From an optimization exercise on the open Yosys and OpenROAD flow, aimed at small area and few clock cycles per item; shortcuts taken in it are not production practice.
In this exercise RTL edits were held to simulation tests only and were not proved equivalent to the original.
Power figures rest on the tool's default switching activity, not on a simulated workload.

v6:
==> flow/design.v <==
package slu_pkg;
  localparam logic [3:0] S_IDLE     = 4'd0;
  localparam logic [3:0] S_BANG     = 4'd5;
  localparam logic [3:0] S_EQUAL    = 4'd6;
  localparam logic [3:0] S_LESS     = 4'd7;
  localparam logic [3:0] S_GREATER  = 4'd8;
  localparam logic [3:0] S_SLASH    = 4'd9;
  localparam logic [3:0] S_COMMENT  = 4'd1;
  localparam logic [3:0] S_STRING   = 4'd2;
  localparam logic [3:0] S_NUMBER   = 4'd3;
  localparam logic [3:0] S_NUM_DOT  = 4'd4;
  localparam logic [3:0] S_FRACTION = 4'd10;
  localparam logic [3:0] S_DOTP     = 4'd11;    
  localparam logic [3:0] S_WORD     = 4'd12;    
  localparam logic [3:0] S_IDENT    = 4'd13;    
  function automatic logic [4:0] kw_first(input logic [7:0] c);
    case (c)
      "a": kw_first = 5'd0;
      "c": kw_first = 5'd1;
      "e": kw_first = 5'd2;
      "f": kw_first = 5'd3;
      "i": kw_first = 5'd6;
      "n": kw_first = 5'd7;
      "o": kw_first = 5'd8;
      "p": kw_first = 5'd9;
      "r": kw_first = 5'd10;
      "s": kw_first = 5'd11;
      "t": kw_first = 5'd12;
      "v": kw_first = 5'd14;
      "w": kw_first = 5'd15;
      default: kw_first = 5'd16;
    endcase
  endfunction
  function automatic logic [4:0] kw_char(input logic [3:0] k, input logic [2:0] i);
    logic [63:0] t;
    t = '0;
    if (k == 4'd0) t = 64'(24'h646e61);
    if (k == 4'd1) t = 64'(40'h7373616c63);
    if (k == 4'd2) t = 64'(32'h65736c65);
    if (k == 4'd3) t = 64'(40'h65736c6166);
    if (k == 4'd4) t = 64'(24'h726f66);
    if (k == 4'd5) t = 64'h6e6f6974636e7566;
    if (k == 4'd6) t = 64'(16'h6669);
    if (k == 4'd7) t = 64'(32'h6c6c756e);
    if (k == 4'd8) t = 64'(16'h726f);
    if (k == 4'd9) t = 64'(40'h746e697270);
    if (k == 4'd10) t = 64'(48'h6e7275746572);
    if (k == 4'd11) t = 64'(40'h7265707573);
    if (k == 4'd12) t = 64'(32'h73696874);
    if (k == 4'd13) t = 64'(32'h65757274);
    if (k == 4'd14) t = 64'(24'h726176);
    if (k == 4'd15) t = 64'(40'h656c696877);
    kw_char = 5'd0;
    for (int j = 0; j < 7; j++)
      if (i == 3'(j)) kw_char = t[8*(j+1) +: 5];
  endfunction
  function automatic logic kw_end(input logic [3:0] k, input logic [2:0] i);
    case (k)
      4'd0, 4'd4, 4'd14:              kw_end = (i == 3'd2);
      4'd2, 4'd7, 4'd12, 4'd13:       kw_end = (i == 3'd3);
      4'd1, 4'd3, 4'd9, 4'd11, 4'd15: kw_end = (i == 3'd4);
      4'd10:                          kw_end = (i == 3'd5);
      4'd5:                           kw_end = (i == 3'd7);
      default:                        kw_end = (i == 3'd1);
    endcase
  endfunction
endpackage
import slu_pkg::*;
module source_code_lexer_unit (
  input  logic        clk,
  input  logic        rst_n,
  input  logic        in_tvalid,
  output logic        in_tready,
  input  logic [7:0]  in_tdata,    
  input  logic        in_tlast,    
  output logic        out_tvalid,
  input  logic        out_tready,
  output logic [55:0] out_tdata,   
  output logic        out_tlast    
);
  logic        valid_r;
  logic [7:0]  char_r;
  logic        eot_r;
  logic [3:0]  st_r;
  logic [3:0]  kw_r;       
  logic [2:0]  ki_r;       
  logic [15:0] pos_r, begin_r, line_r;
  logic        tok;        
  logic        fin;        
  logic [5:0]  kind;
  logic [1:0]  ssel;       
  logic [2:0]  lsel;       
  logic [3:0]  st_nxt;
  logic [3:0]  kw_nxt;
  logic [2:0]  ki_nxt;
  logic        line_inc, set_begin, restart;
  logic        f_tok;
  logic [5:0]  f_kind;
  logic [3:0]  f_st;
  logic [4:0]  f_kw;
  logic        f_nl;
  logic        p_tok;
  logic [5:0]  p_kind;
  logic [1:0]  p_ssel;
  logic [2:0]  p_lsel;
  logic        is_digit, is_alpha;
  logic        step;
  assign is_digit = (char_r >= "0") && (char_r <= "9");
  assign is_alpha = ((char_r >= "a") && (char_r <= "z")) || ((char_r >= "A") && (char_r <= "Z"))
                    || (char_r == "_");
  assign f_kw     = slu_pkg::kw_first(char_r);
  always_comb begin
    f_tok  = 1'b0;
    f_kind = 6'd39;
    f_st   = S_IDLE;
    f_nl   = 1'b0;
    case (char_r)
      "(": begin f_tok = 1'b1; f_kind = 6'd0; end
      ")": begin f_tok = 1'b1; f_kind = 6'd1; end
      "{": begin f_tok = 1'b1; f_kind = 6'd2; end
      "}": begin f_tok = 1'b1; f_kind = 6'd3; end
      ",": begin f_tok = 1'b1; f_kind = 6'd4; end
      ".": begin f_tok = 1'b1; f_kind = 6'd5; end
      "-": begin f_tok = 1'b1; f_kind = 6'd6; end
      "+": begin f_tok = 1'b1; f_kind = 6'd7; end
      ";": begin f_tok = 1'b1; f_kind = 6'd8; end
      "*": begin f_tok = 1'b1; f_kind = 6'd9; end
      "!": f_st = S_BANG;
      "=": f_st = S_EQUAL;
      "<": f_st = S_LESS;
      ">": f_st = S_GREATER;
      "/": f_st = S_SLASH;
      " ", 8'h0d, 8'h09: ;
      8'h0a: f_nl = 1'b1;
      "\"": f_st = S_STRING;
      default: begin
        if (is_digit)      f_st = S_NUMBER;
        else if (is_alpha) f_st = f_kw[4] ? S_IDENT : S_WORD;
        else               f_tok = 1'b1;
      end
    endcase
  end
  always_comb begin
    p_tok  = 1'b1;
    p_kind = 6'd21;
    p_ssel = 2'd0;
    p_lsel = 3'd0;
    case (st_r)
      S_IDLE, S_COMMENT: p_tok = 1'b0;
      S_BANG, S_EQUAL, S_LESS, S_GREATER, S_SLASH: begin
        p_kind = {1'b0, st_r, 1'b0}; p_lsel = 3'd1;
      end
      S_STRING:  p_kind = 6'd40;
      S_NUMBER, S_FRACTION: ;
      S_NUM_DOT: p_lsel = 3'd4;
      S_DOTP:    begin p_kind = 6'd5; p_ssel = 2'd2; p_lsel = 3'd1; end
      S_WORD:    p_kind = slu_pkg::kw_end(kw_r, ki_r) ? 6'd22 + 6'(kw_r) : 6'd19;
      default:   p_kind = 6'd19;
    endcase
  end
  always_comb begin
    logic rescan;
    tok       = 1'b0;
    fin       = 1'b1;
    kind      = p_kind;
    ssel      = p_ssel;
    lsel      = p_lsel;
    st_nxt    = st_r;
    kw_nxt    = f_kw[3:0];
    ki_nxt    = 3'd0;
    line_inc  = 1'b0;
    set_begin = 1'b0;
    restart   = 1'b0;
    rescan    = 1'b0;
    if (eot_r) begin
      if (p_tok) begin
        tok    = 1'b1;
        fin    = 1'b0;
        st_nxt = (st_r == S_NUM_DOT) ? S_DOTP : S_IDLE;
      end else begin
        tok     = 1'b1;
        kind    = 6'd38;
        ssel    = 2'd1;
        lsel    = 3'd3;
        restart = 1'b1;
        st_nxt  = S_IDLE;
      end
    end else begin
      case (st_r)
        S_BANG, S_EQUAL, S_LESS, S_GREATER: begin
          if (char_r == "=") begin
            tok    = 1'b1;
            kind   = p_kind + 6'd1;
            lsel   = 3'd2;
            st_nxt = S_IDLE;
          end else rescan = 1'b1;
        end
        S_SLASH: begin
          if (char_r == "/") st_nxt = S_COMMENT;
          else rescan = 1'b1;
        end
        S_COMMENT: begin
          if (char_r == 8'h0a) begin
            line_inc = 1'b1;
            st_nxt   = S_IDLE;
          end
        end
        S_STRING: begin
          if (char_r == 8'h0a) line_inc = 1'b1;
          if (char_r == "\"") begin
            tok    = 1'b1;
            kind   = 6'd20;
            lsel   = 3'd5;
            st_nxt = S_IDLE;
          end
        end
        S_NUMBER: begin
          if (char_r == ".") st_nxt = S_NUM_DOT;
          else if (!is_digit) rescan = 1'b1;
        end
        S_NUM_DOT: begin
          if (is_digit) st_nxt = S_FRACTION;
          else rescan = 1'b1;
        end
        S_FRACTION: begin
          if (!is_digit) rescan = 1'b1;
        end
        S_IDLE, S_DOTP: rescan = 1'b1;
        S_WORD: begin
          if (is_alpha || is_digit) begin
            kw_nxt = kw_r;
            ki_nxt = ki_r + 3'd1;
            if (ki_r == 3'd0 && kw_r == 4'd3 && (char_r == "o" || char_r == "u"))
              kw_nxt = (char_r == "o") ? 4'd4 : 4'd5;
            else if (ki_r == 3'd0 && kw_r == 4'd12 && char_r == "r")
              kw_nxt = 4'd13;
            else if (char_r[7:5] != 3'b011 || char_r[4:0] != slu_pkg::kw_char(kw_r, ki_r))
              st_nxt = S_IDENT;
          end else rescan = 1'b1;
        end
        default: begin
          if (!(is_alpha || is_digit)) rescan = 1'b1;
        end
      endcase
      if (rescan) begin
        if (p_tok && (f_tok || st_r == S_NUM_DOT)) begin
          tok    = 1'b1;
          fin    = 1'b0;
          st_nxt = (st_r == S_NUM_DOT) ? S_DOTP : S_IDLE;
        end else begin
          tok       = p_tok | f_tok;
          if (!p_tok) begin
            kind = f_kind;
            ssel = 2'd1;
            lsel = 3'd1;
          end
          st_nxt    = f_st;
          line_inc  = f_nl;
          set_begin = 1'b1;
        end
      end
    end
  end
  logic [15:0] start, len;
  logic [16:0] pos_inc, sub_a;
  logic [15:0] sub_b;
  logic        sub_c;
  logic [17:0] diff;
  assign pos_inc = {1'b0, pos_r} + 17'd1;
  assign sub_a   = (lsel == 3'd5) ? pos_inc : {1'b0, pos_r};
  assign sub_b   = (ssel == 2'd2) ? 16'd0 : begin_r;
  assign sub_c   = !(lsel == 3'd4 || ssel == 2'd2);
  assign diff    = {1'b0, sub_a} + {2'b11, ~sub_b} + 18'(sub_c);
  always_comb begin
    case (ssel)
      2'd0:    start = begin_r;
      2'd1:    start = pos_r;
      default: start = diff[15:0];
    endcase
    case (lsel)
      3'd1:    len = 16'd1;
      3'd2:    len = 16'd2;
      3'd3:    len = 16'd0;
      default: len = diff[17] ? 16'd0 : diff[16] ? 16'hFFFF : diff[15:0];
    endcase
  end
  assign step       = valid_r && (!tok || out_tready);
  assign in_tready  = !valid_r || (fin && (!tok || out_tready));
  assign out_tvalid = valid_r && tok;
  assign out_tdata  = {2'b00, line_r, len, start, kind};
  assign out_tlast  = fin;
  always_ff @(posedge clk) begin
    if (!rst_n) begin
      valid_r <= 1'b0;
      st_r    <= S_IDLE;
      pos_r   <= 16'd0;
      begin_r <= 16'd0;
      line_r  <= 16'd1;
    end else begin
      if (in_tready) valid_r <= in_tvalid;
      if (step) begin
        st_r <= st_nxt;
        if (fin) begin
          kw_r <= kw_nxt;
          ki_r <= ki_nxt;
          if (restart) begin
            pos_r   <= 16'd0;
            begin_r <= 16'd0;
            line_r  <= 16'd1;
          end else begin
            if (!pos_inc[16]) pos_r <= pos_inc[15:0];
            if (set_begin) begin_r <= pos_r;
            if (line_inc && line_r != 16'hFFFF) line_r <= line_r + 16'd1;
          end
        end
      end
    end
  end
  always_ff @(posedge clk) begin
    if (in_tready) begin
      char_r <= in_tdata;
      eot_r  <= in_tlast;
    end
  end
endmodule
export LEC_CHECK = 0
export ABC_AREA = 1
export CAP_MARGIN = 20
export CORE_MARGIN = 2
export CORE_UTILIZATION = 70
export SLEW_MARGIN = 20
create_clock -name core_clock -period 10.0 [get_ports {clk}]
standard.sh (not shown) runs the stock make flow with config.mk's settings and CLKGATE_MAP_FILE= SYNTH_SCRIPT=/design/flow/synth_recipe.tcl, a recipe that flattens the netlist after the stock synthesis.
==> flow/flow/run.sh <==
#!/bin/bash
# The standard layout (standard.sh), with these changes:
#  - synthesis maps the logic with flow/abc_area.script (ABC_AREA is 1 in config.mk), an
#    area-oriented ABC script built on &deepsyn, instead of ORFS's own abc_area.script;
#    everything else in synthesis (registers, flattening, renaming) is the standard one.
#  - the port buffers use sky130_fd_sc_hd__buf_1 instead of the resizer's default choice.
#  - clock tree synthesis adds no dummy load cells (-dont_use_dummy_load).
# Each tool's full output stays in the ORFS logs under orfs/logs; standard.sh's own output
# goes to standard.log.
set -euo pipefail
here=$(pwd)
rm -rf "$here/orfs_scripts"
cp -r "$FLOW_HOME/scripts" "$here/orfs_scripts"
cp "$here/flow/abc_area.script" "$here/orfs_scripts/abc_area.script"
export SCRIPTS_DIR="$here/orfs_scripts"
export BUFFER_PORTS_ARGS="-buffer_cell sky130_fd_sc_hd__buf_1"
export CTS_ARGS="-sink_clustering_enable -repair_clock_nets -dont_use_dummy_load"
bash standard.sh > standard.log 2>&1
==> flow/flow/abc_area.script <==
strash
&get -n
&deepsyn -T 240
&put
strash
&get -n
&nf -R 1000
&put
topo
stime -c
Testbench counts of v6, summed over its fixed seeds: cycles 34,367, bytes 33,802.
Input-level comparison between v7 and v6:
-- flow/design.v --
<<< v6, line 301
      if (step) begin
        st_r <= st_nxt;
        if (fin) begin
          kw_r <= kw_nxt;
          ki_r <= ki_nxt;
          if (restart) begin
            pos_r   <= 16'd0;
>>> v7, line 301
      if (step) begin
        st_r <= st_nxt;
        kw_r <= kw_nxt;
        ki_r <= ki_nxt;
        if (fin) begin
          if (restart) begin
            pos_r   <= 16'd0;
==> results.txt <==
On v7: met2 capacity usage during global routing is 1.5 points higher than what v6 gave.
v6 → v7: worst slack on hold paths went up by 4.1 ps, average wire per cell in the routed design went up by about 1.4%, power spent charging and discharging nets went up by 15%, final critical path time including I/O delays and setup went down by 190 ps, final cell count went up by about 0.47%.
v7 ended with more biggest fanout along the worst timing path than v6.
Going from v6 to v7, the starting DRC count in detailed routing was found to have gone down by about 18%.
Compared with v6, in v7 peak supply drop up 21%; maximum clock frequency has increased.
Testbench counts of v7, summed over its fixed seeds: cycles 34,367, bytes 33,802.

Setup of main:
Another version of the RTL of source_code_lexer_unit (not shown whole).
Size in the first run: about 69 flip-flops, ~72 I/O pins, ~5300 um^2 of cells after synthesis.
==> flow/design.v (excerpt) <==
module source_code_lexer_unit (
  input  logic        clk,
  input  logic        rst_n,
  input  logic        in_tvalid,
  output logic        in_tready,
  input  logic [7:0]  in_tdata,    
  input  logic        in_tlast,    
  output logic        out_tvalid,
  input  logic        out_tready,
  output logic [55:0] out_tdata,   
  output logic        out_tlast    
);
  logic        valid_r;
  logic [7:0]  char_r;
  logic        eot_r;
  logic [3:0]  st_r;
  logic [3:0]  kw_r;
  logic [2:0]  ki_r;
  logic [15:0] pos_r, begin_r, line_r;
  logic        tok;        
  logic        fin;        
  logic [5:0]  kind;
  logic [1:0]  ssel;       
  logic [2:0]  lsel;       
  logic [3:0]  st_nxt;
  logic [3:0]  kw_nxt;
  logic [2:0]  ki_nxt;
  logic        line_inc, set_begin, restart;
  logic        f_tok;
  logic [5:0]  f_kind;
  logic [3:0]  f_st;
  logic [4:0]  f_kw;
  logic        f_nl;
  logic        p_tok;
  logic [5:0]  p_kind;
  logic [1:0]  p_ssel;
  logic [2:0]  p_lsel;
  logic        is_digit, is_alpha;
  logic        step;
  assign is_digit = (char_r >= "0") && (char_r <= "9");
  assign is_alpha = ((char_r >= "a") && (char_r <= "z")) || ((char_r >= "A") && (char_r <= "Z"))
                    || (char_r == "_");
  assign f_kw     = slu_pkg::kw_first(char_r);
  always_comb begin
    f_tok  = 1'b0;
    f_kind = 6'd39;
    f_st   = S_IDLE;
    f_nl   = 1'b0;
    case (char_r)
      "(": begin f_tok = 1'b1; f_kind = 6'd0; end
      ")": begin f_tok = 1'b1; f_kind = 6'd1; end
      "{": begin f_tok = 1'b1; f_kind = 6'd2; end
      "}": begin f_tok = 1'b1; f_kind = 6'd3; end
      ",": begin f_tok = 1'b1; f_kind = 6'd4; end
      ".": begin f_tok = 1'b1; f_kind = 6'd5; end
      "-": begin f_tok = 1'b1; f_kind = 6'd6; end
      "+": begin f_tok = 1'b1; f_kind = 6'd7; end
      ";": begin f_tok = 1'b1; f_kind = 6'd8; end
      "*": begin f_tok = 1'b1; f_kind = 6'd9; end
      "!": f_st = S_BANG;
  ...
clock: 10.0 ns
lec_check: 0
abc_area: 1
cap_margin: 20
core_margin: 2
core_utilization: 70
slew_margin: 20
Scripts as last shown in full above: flow/flow/run.sh, flow/flow/abc_area.script
Testbench counts of main, summed over its fixed seeds: cycles 34,367, bytes 33,802.
Edits applied to the flow inputs when going from main to the feature branch:
diff --git a/flow/design.v b/flow/design.v
--- a/flow/design.v
+++ b/flow/design.v
@@ -8,15 +8,14 @@
   localparam logic [3:0] S_COMMENT  = 4'd1;
   localparam logic [3:0] S_STRING   = 4'd2;
   localparam logic [3:0] S_NUMBER   = 4'd3;
   localparam logic [3:0] S_NUM_DOT  = 4'd4;
   localparam logic [3:0] S_FRACTION = 4'd10;
   localparam logic [3:0] S_DOTP     = 4'd11;    
   localparam logic [3:0] S_WORD     = 4'd12;    
-  localparam logic [3:0] S_IDENT    = 4'd13;    
   function automatic logic [4:0] kw_first(input logic [7:0] c);
     case (c)
       "a": kw_first = 5'd0;
       "c": kw_first = 5'd1;
       "e": kw_first = 5'd2;
       "f": kw_first = 5'd3;
       "i": kw_first = 5'd6;
@@ -78,16 +77,16 @@
   output logic [55:0] out_tdata,   
   output logic        out_tlast    
 );
   logic        valid_r;
   logic [7:0]  char_r;
   logic        eot_r;
   logic [3:0]  st_r;
-  logic [3:0]  kw_r;
-  logic [2:0]  ki_r;
+  logic [3:0]  kw_r;       
+  logic [2:0]  ki_r;       
   logic [15:0] pos_r, begin_r, line_r;
   logic        tok;        
   logic        fin;        
   logic [5:0]  kind;
   logic [1:0]  ssel;       
   logic [2:0]  lsel;       
   logic [3:0]  st_nxt;
@@ -131,15 +130,15 @@
       ">": f_st = S_GREATER;
       "/": f_st = S_SLASH;
       " ", 8'h0d, 8'h09: ;
       8'h0a: f_nl = 1'b1;
       "\"": f_st = S_STRING;
       default: begin
         if (is_digit)      f_st = S_NUMBER;
-        else if (is_alpha) f_st = f_kw[4] ? S_IDENT : S_WORD;
+        else if (is_alpha) f_st = S_WORD;
         else               f_tok = 1'b1;
       end
     endcase
   end
   always_comb begin
     p_tok  = 1'b1;
     p_kind = 6'd21;
@@ -162,16 +161,16 @@
     logic rescan;
     tok       = 1'b0;
     fin       = 1'b1;
     kind      = p_kind;
     ssel      = p_ssel;
     lsel      = p_lsel;
     st_nxt    = st_r;
-    kw_nxt    = kw_r;
-    ki_nxt    = ki_r + 3'd1;
+    kw_nxt    = f_kw[3:0];       
+    ki_nxt    = {3{f_kw[4]}};    
     line_inc  = 1'b0;
     set_begin = 1'b0;
     restart   = 1'b0;
     rescan    = 1'b0;
     if (eot_r) begin
       if (p_tok) begin
         tok    = 1'b1;
@@ -224,20 +223,24 @@
         end
         S_FRACTION: begin
           if (!is_digit) rescan = 1'b1;
         end
         S_IDLE, S_DOTP: rescan = 1'b1;
         S_WORD: begin
           if (is_alpha || is_digit) begin
+            kw_nxt = kw_r;
+            ki_nxt = ki_r + 3'd1;
             if (ki_r == 3'd0 && kw_r == 4'd3 && (char_r == "o" || char_r == "u"))
               kw_nxt = (char_r == "o") ? 4'd4 : 4'd5;
             else if (ki_r == 3'd0 && kw_r == 4'd12 && char_r == "r")
               kw_nxt = 4'd13;
-            else if (char_r[7:5] != 3'b011 || char_r[4:0] != slu_pkg::kw_char(kw_r, ki_r))
-              st_nxt = S_IDENT;
+            else if (char_r[7:5] != 3'b011 || char_r[4:0] != slu_pkg::kw_char(kw_r, ki_r)) begin
+              kw_nxt = 4'd0;
+              ki_nxt = 3'd7;
+            end
           end else rescan = 1'b1;
         end
         default: begin
           if (!(is_alpha || is_digit)) rescan = 1'b1;
         end
       endcase
       if (rescan) begin
@@ -249,16 +252,14 @@
           tok       = p_tok | f_tok;
           if (!p_tok) begin
             kind = f_kind;
             ssel = 2'd1;
             lsel = 3'd1;
           end
           st_nxt    = f_st;
-          kw_nxt    = f_kw[3:0];
-          ki_nxt    = 3'd0;
           line_inc  = f_nl;
           set_begin = 1'b1;
         end
       end
     end
   end
   logic [15:0] start, len;
@@ -301,15 +302,14 @@
       if (step) begin
         st_r <= st_nxt;
         if (fin) begin
           kw_r <= kw_nxt;
           ki_r <= ki_nxt;
           if (restart) begin
             pos_r   <= 16'd0;
-            begin_r <= 16'd0;
             line_r  <= 16'd1;
           end else begin
             if (!pos_inc[16]) pos_r <= pos_inc[15:0];
             if (set_begin) begin_r <= pos_r;
             if (line_inc && line_r != 16'hFFFF) line_r <= line_r + 16'd1;
           end
         end
--- outcome ---
- Post-detailed-routing wire length: the feature branch vs main up about 2.4%
- Total power: the feature branch below main
- In the feature branch the part of the Yosys area used for sequential elements turned out 0.28 points higher than in main.
- Measured against the feature branch, the count of plain and timing-repair buffers in the layout of main comes out at 0.899 times the reference value.
- Worst-case setup margin in the final layout on the feature branch is behind main.
- Synthesized netlist cell count was higher in main than in the feature branch.
Testbench counts of the feature branch, summed over its fixed seeds: cycles 34,367, bytes 33,802.

-- port drivers added, routing unchanged --
No port has a modelled driver above. Below, the same layouts with a new extraction and two added sets of constraints.
Step 1: set_driving_cell puts a clkbuf_16 on clk and a buf_2 on each other input, an assumption about the parent block.
Step 2 adds t to the input delays and takes it off the output delays; t is the mean of the earliest and latest rising clock arrival at the registers after step 1. Input paths then give back, and output paths get back, about the clock's delay inside the block.
a / b / c = ideal / step 1 / step 2; a / b = the first two.
| run | shift t [ns] | setup WS [ns] | slew at the worst register clock pin (ns) | pins driven straight from the clock port |
|---|---|---|---|---|
| v6 | 0.373 | 0.357 / 0.327 / 0.701 | 0.08 / 0.08 | 1 |
| v7 | 0.371 | 0.552 / 0.518 / 0.890 | 0.08 / 0.08 | 1 |
| main | 0.370 | 1.182 / 1.149 / 1.519 | 0.09 / 0.09 | 1 |
| the feature branch | 0.368 | 0.570 / 0.533 / 0.901 | 0.08 / 0.08 | 1 |
After both steps every run listed still meets setup and hold.
